Context: an optimization exercise on an open-source flow, tuned for small area, a short achievable clock period and few clock cycles. The choices shown serve that exercise and are no tape-out recipe.
Function was checked by simulation only, so behaviour that the tests miss may differ from the original.

[design/flow/config.mk]
export PLATFORM = sky130hd
export DESIGN_NAME = rank_code_stream_decoder_unit
export DESIGN_NICKNAME = rank_code_stream_decoder_unit
export VERILOG_FILES = /design/flow/design.v
export SDC_FILE = /design/flow/constraint.sdc
export NUM_CORES = 4
export LEC_CHECK = 0
export ABC_CLOCK_PERIOD_IN_PS = 3000
export CAP_MARGIN = 20
export CORE_MARGIN = 2
export CORE_UTILIZATION = 40
export SETUP_SLACK_MARGIN = 4.0
export SLEW_MARGIN = 20
[design/flow/constraint.sdc]
create_clock -name core_clock -period 7.0 [get_ports {clk}]
set_input_delay 1.4000 -clock core_clock [delete_from_list [all_inputs] [get_ports {clk}]]
set_output_delay 1.4000 -clock core_clock [all_outputs]
set_load 0.01 [all_outputs]
[design/flow/design.v]
package rcsd_pkg;
  localparam logic [7:0] UNKNOWN_SYMBOL = 8'd88;
  localparam logic [1:0] PH_COUNT = 2'd0;
  localparam logic [1:0] PH_WIDTH = 2'd1;
  localparam logic [1:0] PH_SYMS  = 2'd2;
  localparam logic [1:0] PH_BITS  = 2'd3;
endpackage
module rcsd_datapath (
  input  logic       clk,
  input  logic       wr_en,
  input  logic [7:0] wr_data,
  input  logic [7:0] rd_addr,
  output logic [7:0] rd_data
);
  logic [255:0][7:0] ring;
  logic [255:0][7:0] rot;
  always_ff @(posedge clk) begin
    ring <= {ring[254:0], wr_en ? wr_data : ring[255]};
  end
  assign rot     = {ring[0], ring[255:1]};
  assign rd_data = rot[rd_addr];
endmodule
module rank_code_stream_decoder_unit
#(
  parameter int MAX_SYMBOLS = 255,
  parameter int MAX_WIDTH   = 4
) (
  input  logic       clk,
  input  logic       rst_n,
  input  logic       in_valid,
  output logic       in_ready,
  input  logic [7:0] in_stream_byte,
  output logic       out_valid,
  input  logic       out_ready,
  output logic [7:0] out_symbol,
  output logic       out_unknown_code,
  output logic       out_end_of_frame,
  output logic       out_last
);
  logic [7:0]  fb [4];
  logic [2:0]  fn;
  logic        in_rdy_r;
  logic [1:0]  phase;
  logic [7:0]  cnt;         
  logic [2:0]  wid;         
  logic [7:0]  k1;          
  logic        sym_first;   
  logic [7:0]  ac;          
  logic [7:0]  sl;          
  logic [1:0]  zc;          
  logic [7:0]  z1;          
  logic [2:0]  bp;          
  logic [3:0]  pw;          
  logic        term_r;      
  logic        l_v;
  logic [7:0]  l_r1;        
  logic        l_known;
  logic        l_hdr;       
  logic        o_v;
  logic [7:0]  o_sym;
  logic        o_unk;
  logic        o_eof;
  logic        o_last;
  logic        s_v;
  logic [7:0]  s_sym;
  logic        s_unk;
  logic        s_eof;
  logic        s_last;
  logic        tbl_wr;
  logic [7:0]  tbl_q;
  rcsd_datapath u_table (
    .clk     (clk),
    .wr_en   (tbl_wr),
    .wr_data (fb[0]),
    .rd_addr (ac - l_r1),
    .rd_data (tbl_q)
  );
  logic [35:0] win;
  logic [3:0]  len_raw;
  logic [3:0]  len_f;
  logic [6:0]  off_f;
  logic [7:0]  rank1;       
  logic [8:0]  diff;        
  logic        known_c;
  logic        tpred;       
  logic [4:0]  code_end;    
  logic        complete;
  logic        fit;         
  always_comb begin
    win     = {4'b0, fb[0], fb[1], fb[2], fb[3]};
    len_raw = win[6'd35 - 6'(pw) -: 4];
    unique case (wid)
      3'd1:    len_f = {3'b0, len_raw[0]};
      3'd2:    len_f = {2'b0, len_raw[1:0]};
      3'd3:    len_f = {1'b0, len_raw[2:0]};
      default: len_f = len_raw;
    endcase
    for (int k = 0; k < 7; k++) begin
      off_f[k] = win[6'd31 - 6'(pw) - 6'(k)];
    end
    for (int k = 0; k < 8; k++) begin
      rank1[k] = (len_f == 4'(k)) || ((len_f > 4'(k)) && (k < 7) && off_f[k > 6 ? 6 : k]);
    end
    diff     = {1'b0, cnt} - {1'b0, rank1};
    known_c  = !len_f[3] && !diff[8];
    tpred    = (zc == 2'd1) && !len_f[3] && (rank1 == z1);
    code_end = 5'(pw) + 5'(len_f);
    complete = {2'b0, code_end} <= {1'b0, fn, 3'b0};
    fit      = code_end <= 5'd8;
  end
  logic        l_move;
  logic        l_free;
  logic        o_free;
  logic        term_l;
  logic        issue;
  logic        hdr_go;
  logic        hdr_final;
  logic        two_hdr;
  logic [2:0]  sh;
  logic        take;
  logic [2:0]  fn_nxt;
  logic [2:0]  clip0;
  logic [2:0]  clip1;
  logic [7:0]  res_sym;
  logic        res_unk;
  logic        res_eof;
  logic        res_last;
  always_comb begin
    take   = in_valid && in_rdy_r;
    o_free = !o_v || out_ready;
    l_move = l_v && !s_v;
    l_free = !l_v || !s_v;
    clip0  = (fb[0] > 8'd4) ? 3'd4 : fb[0][2:0];
    clip1  = (fb[1] > 8'd4) ? 3'd4 : fb[1][2:0];
    res_sym  = l_known ? tbl_q : rcsd_pkg::UNKNOWN_SYMBOL;
    res_unk  = !l_known;
    res_eof  = l_hdr || (l_known && (tbl_q == 8'd0));
    res_last = res_eof || (bp == 3'd0) || !fit;
    term_l   = l_move && !l_hdr && (zc == 2'd2) && l_known && (tbl_q == 8'd0);
    hdr_final = (k1 == cnt);
    two_hdr   = (phase == rcsd_pkg::PH_COUNT) && (fn >= 3'd2) && (fb[0] != 8'd0);
    hdr_go    = (phase != rcsd_pkg::PH_BITS) && (fn != 3'd0) &&
                !((phase == rcsd_pkg::PH_SYMS) && (l_v || !(sym_first || sl == 8'd0)));
    tbl_wr    = hdr_go && (phase == rcsd_pkg::PH_SYMS);
    issue     = (phase == rcsd_pkg::PH_BITS) && complete && !term_r &&
                ((zc == 2'd2) ? !l_v : l_free);
    if (term_r)                sh = {2'b0, (bp != 3'd0)};
    else if (issue && tpred)   sh = {1'b0, code_end[4:3]} + 3'(code_end[2:0] != 3'd0);
    else if (issue)            sh = {1'b0, code_end[4:3]};
    else if (hdr_go)           sh = two_hdr ? 3'd2 : 3'd1;
    else                       sh = 3'd0;
    fn_nxt = fn - sh + 3'(take);
  end
  always_ff @(posedge clk) begin
    for (int j = 0; j < 4; j++) begin
      if (3'(j) + sh < fn) begin
        fb[j] <= fb[(j + 32'(sh)) & 3];
      end else begin
        fb[j] <= in_stream_byte;
      end
    end
  end
  always_ff @(posedge clk) begin
    if (!rst_n) begin
      fn       <= 3'd0;
      in_rdy_r <= 1'b1;
    end else begin
      fn       <= fn_nxt;
      in_rdy_r <= (fn_nxt != 3'd4);
    end
  end
  always_ff @(posedge clk) begin
    if (!rst_n) begin
      phase  <= rcsd_pkg::PH_COUNT;
      term_r <= 1'b0;
    end else begin
      term_r <= term_l;
      if (term_r || (issue && tpred)) begin
        phase <= rcsd_pkg::PH_COUNT;
      end else if (hdr_go) begin
        unique case (phase)
          rcsd_pkg::PH_COUNT: if (fb[0] != 8'd0) phase <= two_hdr ? rcsd_pkg::PH_SYMS
                                                                  : rcsd_pkg::PH_WIDTH;
          rcsd_pkg::PH_WIDTH: phase <= rcsd_pkg::PH_SYMS;
          default:            if (hdr_final) phase <= (wid == 3'd0) ? rcsd_pkg::PH_COUNT
                                                                      : rcsd_pkg::PH_BITS;
        endcase
      end
    end
  end
  always_ff @(posedge clk) begin
    if (hdr_go && phase == rcsd_pkg::PH_COUNT) begin
      cnt <= fb[0];
    end
    if (hdr_go && (phase == rcsd_pkg::PH_WIDTH || two_hdr)) begin
      wid       <= two_hdr ? clip1 : clip0;
      k1        <= 8'd1;
      sym_first <= 1'b1;
      zc        <= 2'd0;
    end else if (tbl_wr) begin
      k1        <= k1 + 8'd1;
      sym_first <= 1'b0;
      if (fb[0] == 8'd0) begin
        if (zc == 2'd0) z1 <= k1;
        if (zc != 2'd2) zc <= zc + 2'd1;
      end
    end
    if (tbl_wr && sym_first) begin
      ac <= 8'd0;
      sl <= 8'd0;
    end else begin
      ac <= ac + 8'd1;
      sl <= sl + 8'(!tbl_wr);
    end
    if (tbl_wr && hdr_final) begin
      bp <= 3'd0;
      pw <= {1'b0, wid};
    end else if (issue) begin
      bp <= code_end[2:0];
      pw <= {1'b0, code_end[2:0]} + {1'b0, wid};
    end
  end
  always_ff @(posedge clk) begin
    if (!rst_n) begin
      l_v <= 1'b0;
    end else if ((tbl_wr && hdr_final && wid == 3'd0) || issue) begin
      l_v <= 1'b1;
    end else if (l_move) begin
      l_v <= 1'b0;
    end
  end
  always_ff @(posedge clk) begin
    if (tbl_wr && hdr_final && wid == 3'd0) begin
      l_r1    <= 8'd1;
      l_known <= 1'b1;
      l_hdr   <= 1'b1;
    end else if (issue) begin
      l_r1    <= rank1;
      l_known <= known_c;
      l_hdr   <= 1'b0;
    end
  end
  always_ff @(posedge clk) begin
    if (!rst_n) begin
      o_v <= 1'b0;
      s_v <= 1'b0;
    end else begin
      if (o_free) begin
        o_v <= s_v || l_move;
        s_v <= 1'b0;
      end else if (l_move) begin
        s_v <= 1'b1;
      end
    end
  end
  always_ff @(posedge clk) begin
    if (o_free) begin
      o_sym  <= s_v ? s_sym  : res_sym;
      o_unk  <= s_v ? s_unk  : res_unk;
      o_eof  <= s_v ? s_eof  : res_eof;
      o_last <= s_v ? s_last : res_last;
    end
    if (!s_v) begin
      s_sym  <= res_sym;
      s_unk  <= res_unk;
      s_eof  <= res_eof;
      s_last <= res_last;
    end
  end
  assign in_ready         = in_rdy_r;
  assign out_valid        = o_v;
  assign out_symbol       = o_sym;
  assign out_unknown_code = o_unk;
  assign out_end_of_frame = o_eof;
  assign out_last         = o_last;
endmodule
[design/flow/run.sh]
#!/bin/bash
# synth_recipe.tcl (not shown) runs the flow's synth.tcl, then flattens the netlist and writes it again
# the make line also repeats each setting of config.mk as NAME=value (left out here)
make -C /OpenROAD-flow-scripts/flow DESIGN_CONFIG=/design/flow/config.mk WORK_HOME=/design/flow/orfs CLKGATE_MAP_FILE= SYNTH_SCRIPT=/design/flow/synth_recipe.tcl finish
==> run notes <==
[worst max-delay path, delay by kind of cell (launching register included)]
kind	cells	cell delay [ns]
mux	4	1.22
flops	1	0.39
compound gates	5	1.02
buf+inv	7	0.70
simple gates	7	1.76
fa+ha+maj	5	1.45
xor+xnor	1	0.13
[kinds of logic (layout without fill, tap and decap cells)]
group,count (synthesis),in the layout,share of synthesized area
buf+inv,277,689,0.0164
compound gates,200,200,0.0212
mux,856,856,0.264
flops,2175,2175,0.659
xor+xnor,50,50,0.00664
simple gates,286,286,0.0207
fa+ha+maj,64,64,0.0124
[metal layers]
layer | share of wire | global-route usage | wire (um) | vias to the layer above
met5 | 0 | 0 | 0 | -
met4 | 0.030 | 0.0581 | 3890 | 0
met3 | 0.041 | 0.0278 | 5330 | 224
met2 | 0.45 | 0.229 | 59700 | 640
met1 | 0.47 | 0.216 | 62400 | 17100
li1 | - | - | - | 15100
[sequential cells by signal, summed over array words and instances, names as in the netlist, 2 cells and up]
name / cells
fn: 3
sl: 8
s_sym: 8
o_sym: 8
cnt: 8
z1: 8
phase: 2
ac: 8
bp: 3
k1: 8
l_r1: 8
zc: 2
fb: 32
u_table.ring: 2048
wid: 3
pw: 4
[synthesized netlist by cell type (45+ instances only)]
| library cell | count |
|---|---|
| nand2_1 | 92 |
| buf_1 | 65 |
| nor2_1 | 66 |
| clkbuf_1 | 133 |
| o21ai_0 | 45 |
| mux2_2 | 47 |
| mux2i_1 | 55 |
| inv_1 | 51 |
| dfxtp_1 | 2110 |
| mux4_2 | 722 |
| edfxtp_1 | 65 |
| ha_1 | 59 |
[cell type report]
class | count | area, um^2
fill | 13800 | 86400
sequential | 2175 | 44200
multi-input combinational | 1456 | 22800
clock buffer | 290 | 5960
timing repair buffer | 262 | 3560
tap | 2204 | 2760
clock inverter | 81 | 983
inverter | 56 | 225
[through the flow]
step | std cells | cell area [um^2] | setup TNS, ns
after floorplan | 3908 | 68300 | -31.74
final | 6524 | 80500 | 0
after detailed placement | 6041 | 70800 | -0.160
after CTS | 6465 | 79000 | 0
after global routing | 6524 | 80500 | -2.01
after global placement | 6039 | 70800 | 0
[repair_timing]
item | CTS | global route
setup buffers | 41 | 37
cloned | 12 | 22
endpoints found under the setup margin | 125 | 128
resized for setup | 96 | 133
pin swaps | 21 | 26
[final timing paths]
path	slack, ns	start	to
max	0.10	pw[1]	fb[3][6]
min	0.32	u_table.ring[1602]	u_table.ring[1610]
max reg2reg	0.10	pw[1]	fb[3][6]
min reg2reg	0.32	u_table.ring[1602]	u_table.ring[1610]
==> summary.md <==
| Metric | Value |
|---|---|
| DR pass1 iterations | 6 |
| Layout net count | 4228 |
| Crit path DAT | 7.43 ns |
| CTS clk-pin slew, worst paths | 0.06 ns |
| GRT overflow | 0 |
| Hold crit path type | reg2reg |
| CP max stage delay | 0.59 ns |
| RSZ-0062 raised after global routing | yes |
| Hold buffer count at CTS | 0 |
| Initial antenna violation count | 1 |
| Initial Utilization | 0.402 |
| CTS root buf | clkbuf_16 |
| DRT antenna net count | 0 |
| Post-synth cell types | 79 |
| Number of flops mapped to enable cells by yosys | 65 |
| Max clock buf depth | 3 |
| Min Hold Slack | 0.322 ns |
| Routed wire length | 131 mm |
| Post-synth top flop | dfxtp_1 |
| Syn nets | 3983 |
| Worst Tran Pin Value | 0.995 ns |
| Period minus WS final | 6.90 ns |
| Synth area leader | dfxtp_1 |
| Chip width | 414 um |
| Worst Path Required | 7.53 ns |
| Most frequent cells in the layout | 2108 x dfxtp_1, 722 x mux4_2, 228 x clkbuf_16 |
| CTS tree | yes |
| Clock Latency Late Sink | 0.81 ns |
| Worst slew margin | 0.334 |
| Final WS setup | 0.101 ns |
| Worst slack, placed | -0.0313 ns |
| Crit end category | register |
| Setup-failing EPs final | 0 |
| # DRC | 0 |
| Critical path's slowest cell | fa_2 |
| Ratio of cells with drive above 1 in the final layout | 0.348 |
| Synth async-reset ratio | 0 |
| Final period utilization | 0.986 |
| Core area | 0.167 mm^2 |
| Post-layout util | 0.482 |
| Synthesis-stage register bit count | 2175 |
| Cts bufs inserted | 202 |
| Number of global-route vias before repair | 35000 |
| Largest net degree at the start of global routing | 72 |
| Io pins | 25 |
| WL/cell | 20.1 um |
| Top cells by area, synth | dfxtp_1 63%, mux4_2 24%, edfxtp_1 2.9% |
| Via density per instance | 5.07 |
| Syn-to-layout area delta | 19.9% |
| Seq/Total Area, Yosys | 0.659 |
| Post-Syn Area | 0.0671 mm^2 |
| Syn avg cell area | 17.2 um^2 |
| # rows | 150 |
| Crit Path Category | reg2reg |
| First-pass GRT wire length | 204 mm |
| Gp weighted congestion | 0.852 |
| Syn Inst Count | 3908 |
| Die Height | 414 um |
| Drt initial violations | 1997 |
| Total GRT Usage | 0.151 |
| Routed vias | 33100 |
| Die area | 0.171 mm^2 |
| Commonest non-fill, non-tap cell in the layout | dfxtp_1 |
| Status | no timing/DRC/antenna violations |
| Port bufs | 24 |
| Startpoint class of the critical path | register |
| Critical path fanouts, max | 7 |
| DP HPWL | 74.5 mm |
| H-tree depth | 4 |
| Final Hold Vio Count | 0 |
| Warnings from Yosys | 4 |
| Pins over their slew limit | 0 |
| Fmax | 145 MHz |
| Synth top area share | 0.630 |
| Max Cap Viol | 0 |
| Layout Skew | 0.0431 ns |
| # diodes | 0 |
| R2R depth | 29 |
| Sink Count | 2175 |
| Worst Hold Depth | 0 |
Testbench counts, summed over its fixed seeds: cycles 22,735.

## afterwards: timing with drivers on the ports
Ports are ideal in the flow. The routed layout listed here was re-timed in OpenROAD.
Step 1: set_driving_cell puts a clkbuf_16 on clk and a buf_2 on each other input, an assumption about the parent block.
Step 2 moves the port delays by t, midway between the first and last clock arrival at a register: inputs arrive t later, outputs are due t later. That takes back most of the time a late clock gives input paths.
Three values: no drivers, after step 1, after step 2; two values: the first two.
t, ns: 0.861
setup WS [ns]: 0.101 / 0.101 / 0.101
clock arrival spread, ns: 0.050 / 0.051
worst data-port slew with drivers (ns): 0.04
After both steps this run still meets setup and hold. For this run, drivers alone change the setup slack by 0.000 ns; drivers and shift together by 0.000 ns.
